From an optimization exercise on the open Yosys and OpenROAD flow, aimed at small area, a short achievable clock period and few clock cycles per item; shortcuts taken in it are not production practice. At most, simulation tests tie the RTL to the original design; equivalence was not proved. Power is estimated from default activity; no workload was simulated.

Setup of v36:
Design lookup_cache_top, start of the top module:
module lookup_cache_top (
    input  wire                      clk,
    input  wire                      rst,
    input  wire                      req_valid_i,
    input  wire  [20+(3 + 1 + 5 + 4)-1:0] req_i,
    output logic                     req_ready_o,
    output logic                     rsp_valid_o,
    output logic [20+(3 + 1 + 5 + 4)-1:0] rsp_o,
    input  wire                      rsp_ready_i,
    output logic                     c2a_vld_o,
    output logic [20-1:0]   c2a_info_o,
    output logic [10-1:0] c2a_req_id_o,
    input  wire                      a2c_rdy_i,
    input  wire                      a2c_rsp_vld_i,
    input  wire  [10-1:0] a2c_rsp_id_i,
    input  wire  [20-1:0]   a2c_rslt_i
);
Size: roughly 990 flip-flops, roughly 140 I/O pins, about 0.038 mm² of cells after synthesis.
clock: 7.5 ns
lec_check: 0
cap_margin: 20
core_margin: 2
core_utilization: 40
cts_buf_list: sky130_fd_sc_hd__clkbuf_16
cts_cluster_diameter: 60
cts_cluster_size: 22
setup_slack_margin: 4.6
slew_margin: 20
standard.sh (not shown) runs the stock make flow with config.mk's settings and CLKGATE_MAP_FILE= SYNTH_SCRIPT=/design/flow/synth_recipe.tcl, a recipe that flattens the netlist after the stock synthesis.
==> flow/flow/run.sh <==
#!/bin/bash
# The standard layout, with plain buffers (buf_2) on the ports in place
# of the delay buffers buffer_ports picks by default. Everything else is the
# standard flow. The tool output goes to standard_flow.log here.
set -euo pipefail
export BUFFER_PORTS_ARGS="-buffer_cell sky130_fd_sc_hd__buf_2"
bash standard.sh > standard_flow.log 2>&1
### v36 -> v12
Settings: CTS_CLUSTER_DIAMETER: 60 -> unset; CTS_BUF_LIST: sky130_fd_sc_hd__clkbuf_16 -> unset; CTS_CLUSTER_SIZE: 22 -> unset.
==> flow/run.sh (new file) <==
#!/bin/bash
# synth_recipe.tcl (not shown) runs the flow's synth.tcl, then flattens the netlist and writes it again
# the make line also repeats each setting of config.mk as NAME=value (left out here)
make -C /OpenROAD-flow-scripts/flow DESIGN_CONFIG=/design/flow/config.mk WORK_HOME=/design/flow/orfs CLKGATE_MAP_FILE= SYNTH_SCRIPT=/design/flow/synth_recipe.tcl finish
removed: flow/flow/run.sh
removed: flow/standard.sh
==> comparison <==
- v12 | stages: all done | timing, DRC, antenna: all pass
- Compared with v36, placement density in the core of v12 is higher.
- In the tables for v12 and v36, met3 wire length reads higher with v36.
- Non-clock buffer count for v12 is lower than for v36.
- The higher sequential share of layout area came out of v36.
- v12 vs v36: critical path depth up in v12
- Higher via density per instance goes to v36 over v12.
- Looking at overall power across v12 and v36, the one that comes out lower is v36.
- The run showing the greater fill cell instance count of the final layout is v36.
- In the flow results for v12 and v36, the global-route usage is larger on v12.
- Side by side, total number of vias turned out lower in v12 than in v36.
The inputs of v38 differ from those of v12 as listed below.
Settings: setting CTS_CLUSTER_DIAMETER to 50 for the first time; setting CTS_CLUSTER_SIZE to 10 for the first time; setting CTS_BUF_LIST to sky130_fd_sc_hd__clkbuf_8 for the first time.
==> flow/flow/run.sh (new file) <==
#!/bin/bash
# The standard layout, with plain buffers (buf_2) on the ports in place
# of the delay buffers buffer_ports picks by default. Everything else is the
# standard flow. The tool output goes to standard_flow.log here.
set -euo pipefail
export BUFFER_PORTS_ARGS="-buffer_cell sky130_fd_sc_hd__buf_2"
bash standard.sh > standard_flow.log 2>&1
==> flow/standard.sh (new file) <==
#!/bin/bash
# synth_recipe.tcl (not shown) runs the flow's synth.tcl, then flattens the netlist and writes it again
# the make line also repeats each setting of config.mk as NAME=value (left out here)
make -C /OpenROAD-flow-scripts/flow DESIGN_CONFIG=/design/flow/config.mk WORK_HOME=/design/flow/orfs CLKGATE_MAP_FILE= SYNTH_SCRIPT=/design/flow/synth_recipe.tcl "${@:-finish}"
removed: flow/run.sh
Results
Compared with v12, v38 ends up with less cell area. v38 against v12: slew at the pin closest to its max-slew limit decreased by 0.047 ns relative to the old numbers; shortest clock period the worst path allows after layout went up; final worst slack fell 0.037 ns. Via count normalized by instance count (higher): v12. Compared with v12, v38 is more frugal on power.
Input changes introduced in v29 (baseline for comparison: v38):
Settings: clearing CTS_BUF_LIST, which used to be sky130_fd_sc_hd__clkbuf_8; clearing CTS_CLUSTER_SIZE, which used to be 10; clearing CTS_CLUSTER_DIAMETER, which used to be 50.
--- outcome ---
Going from v38 to v29, combinational share of power shrinks by 2.6 points. Comparing v29 and v38, the lower mean routed wirelength per cell was measured on v38. Measured against each other, v29 and v38 differ in non-clock buffer count, the higher figure coming from v29. In the tables for v29 and v38, power share of the clock group reads higher with v29. On number of nets in the finished design, v29 and v38 are neck and neck. The detailed-route vias per instance reported for v29 is greater than that of v38 by 0.051. Comparing the two runs side by side, v29 comes out ahead of v38 on final critical-path required period. Compared with v38, v29 ends up with more cell area. Initial core utilization: v29 vs v38 identical. rkey_q[16]$_DFFE_PN_ as the worst setup path startpoint was reported by v38, and rkey_q[1]$_DFFE_PN_ by v29. Total power (v38 / v29): 0.915.
No functional check of the RTL was part of any run of this note.

========
Another version of the RTL of lookup_cache_top (not shown whole).
Size: roughly 2200 cells after synthesis, ~1000 flip-flops, ~140 I/O pins.
export LEC_CHECK = 0
export CAP_MARGIN = 20
export CORE_MARGIN = 2
export CORE_UTILIZATION = 40
export CTS_BUF_LIST = sky130_fd_sc_hd__clkbuf_16
export CTS_CLUSTER_DIAMETER = 80
export CTS_CLUSTER_SIZE = 30
export SETUP_SLACK_MARGIN = 4.6
export SLEW_MARGIN = 20
create_clock -name core_clock -period 7.5 [get_ports {clk}]
==> flow/flow/run.sh <==
#!/bin/bash
# The standard layout, with plain buffers (buf_2) on the ports in place
# of the delay buffers buffer_ports picks by default, and clock tree
# synthesis without dummy loads. Everything else is the standard flow.
# The tool output goes to standard_flow.log here.
set -euo pipefail
export BUFFER_PORTS_ARGS="-buffer_cell sky130_fd_sc_hd__buf_2"
export CTS_ARGS="-sink_clustering_enable -repair_clock_nets -dont_use_dummy_load -sink_clustering_size 30 -sink_clustering_max_diameter 80 -buf_list sky130_fd_sc_hd__clkbuf_16"
bash standard.sh > standard_flow.log 2>&1
Testbench counts at the start, summed over its fixed seeds: cycles 8,451, items 8,000.
Change:
==> flow/flow/run.sh (replaced) <==
#!/bin/bash
# The standard layout, with plain buffers (buf_2) on the ports in place
# of the delay buffers buffer_ports picks by default. Everything else is the
# standard flow. The tool output goes to standard_flow.log here.
set -euo pipefail
export BUFFER_PORTS_ARGS="-buffer_cell sky130_fd_sc_hd__buf_2"
bash standard.sh > standard_flow.log 2>&1
CTS_CLUSTER_DIAMETER = 60   (was 80)
CTS_CLUSTER_SIZE = 22   (was 30)
First-iteration DRC count is higher by 1.8%.
Clock power is higher by 56%.
Total power is higher by about 9%.
Utilization is higher by 1.5 points.
Die area does not change.
Critical path depth stays the same.
Via count is higher by 1.5%.
Synthesized cell count is unchanged.
Routed wire length is higher by 1.2%.
Worst setup slack got worse by 0.058 ns.

re-timing with driven ports:
How much do the figures lean on ideal ports? The routed layouts below were timed once more, with nothing changed but the port constraints.
Step 1: set_driving_cell puts a clkbuf_16 on clk and a buf_2 on each other input, an assumption about the parent block.
Step 2 adds t to the input delays and takes it off the output delays; t is the mean of the earliest and latest rising clock arrival at the registers after step 1. Input paths then give back, and output paths get back, about the clock's delay inside the block.
Three values: ideal, step 1, step 2; two values: the first two.
run | shift t [ns] | slack for setup (ns) | worst setup path after step 2 | slew at the worst register clock pin (ns)
v36 | 0.700 | 4.595 / 4.595 / 4.150 | input to register | 0.09 / 0.09
v12 | 0.726 | 4.557 / 4.557 / 3.924 | input to register | 0.07 / 0.07
v38 | 0.827 | 4.519 / 4.519 / 3.968 | input to register | 0.08 / 0.08
v29 | 0.726 | 4.608 / 4.608 / 4.057 | input to register | 0.06 / 0.06
the first run of note 2 | 0.662 | 4.683 / 4.638 / 4.089 | input to register | 0.12 / 0.12
the second run of note 2 | 0.710 | 4.626 / 4.602 / 4.114 | input to register | 0.09 / 0.09
After both steps every run listed still meets setup and hold. The setup slack of v12, which loses most, moves by 0.000 ns with the drivers and by -0.633 ns with both steps.
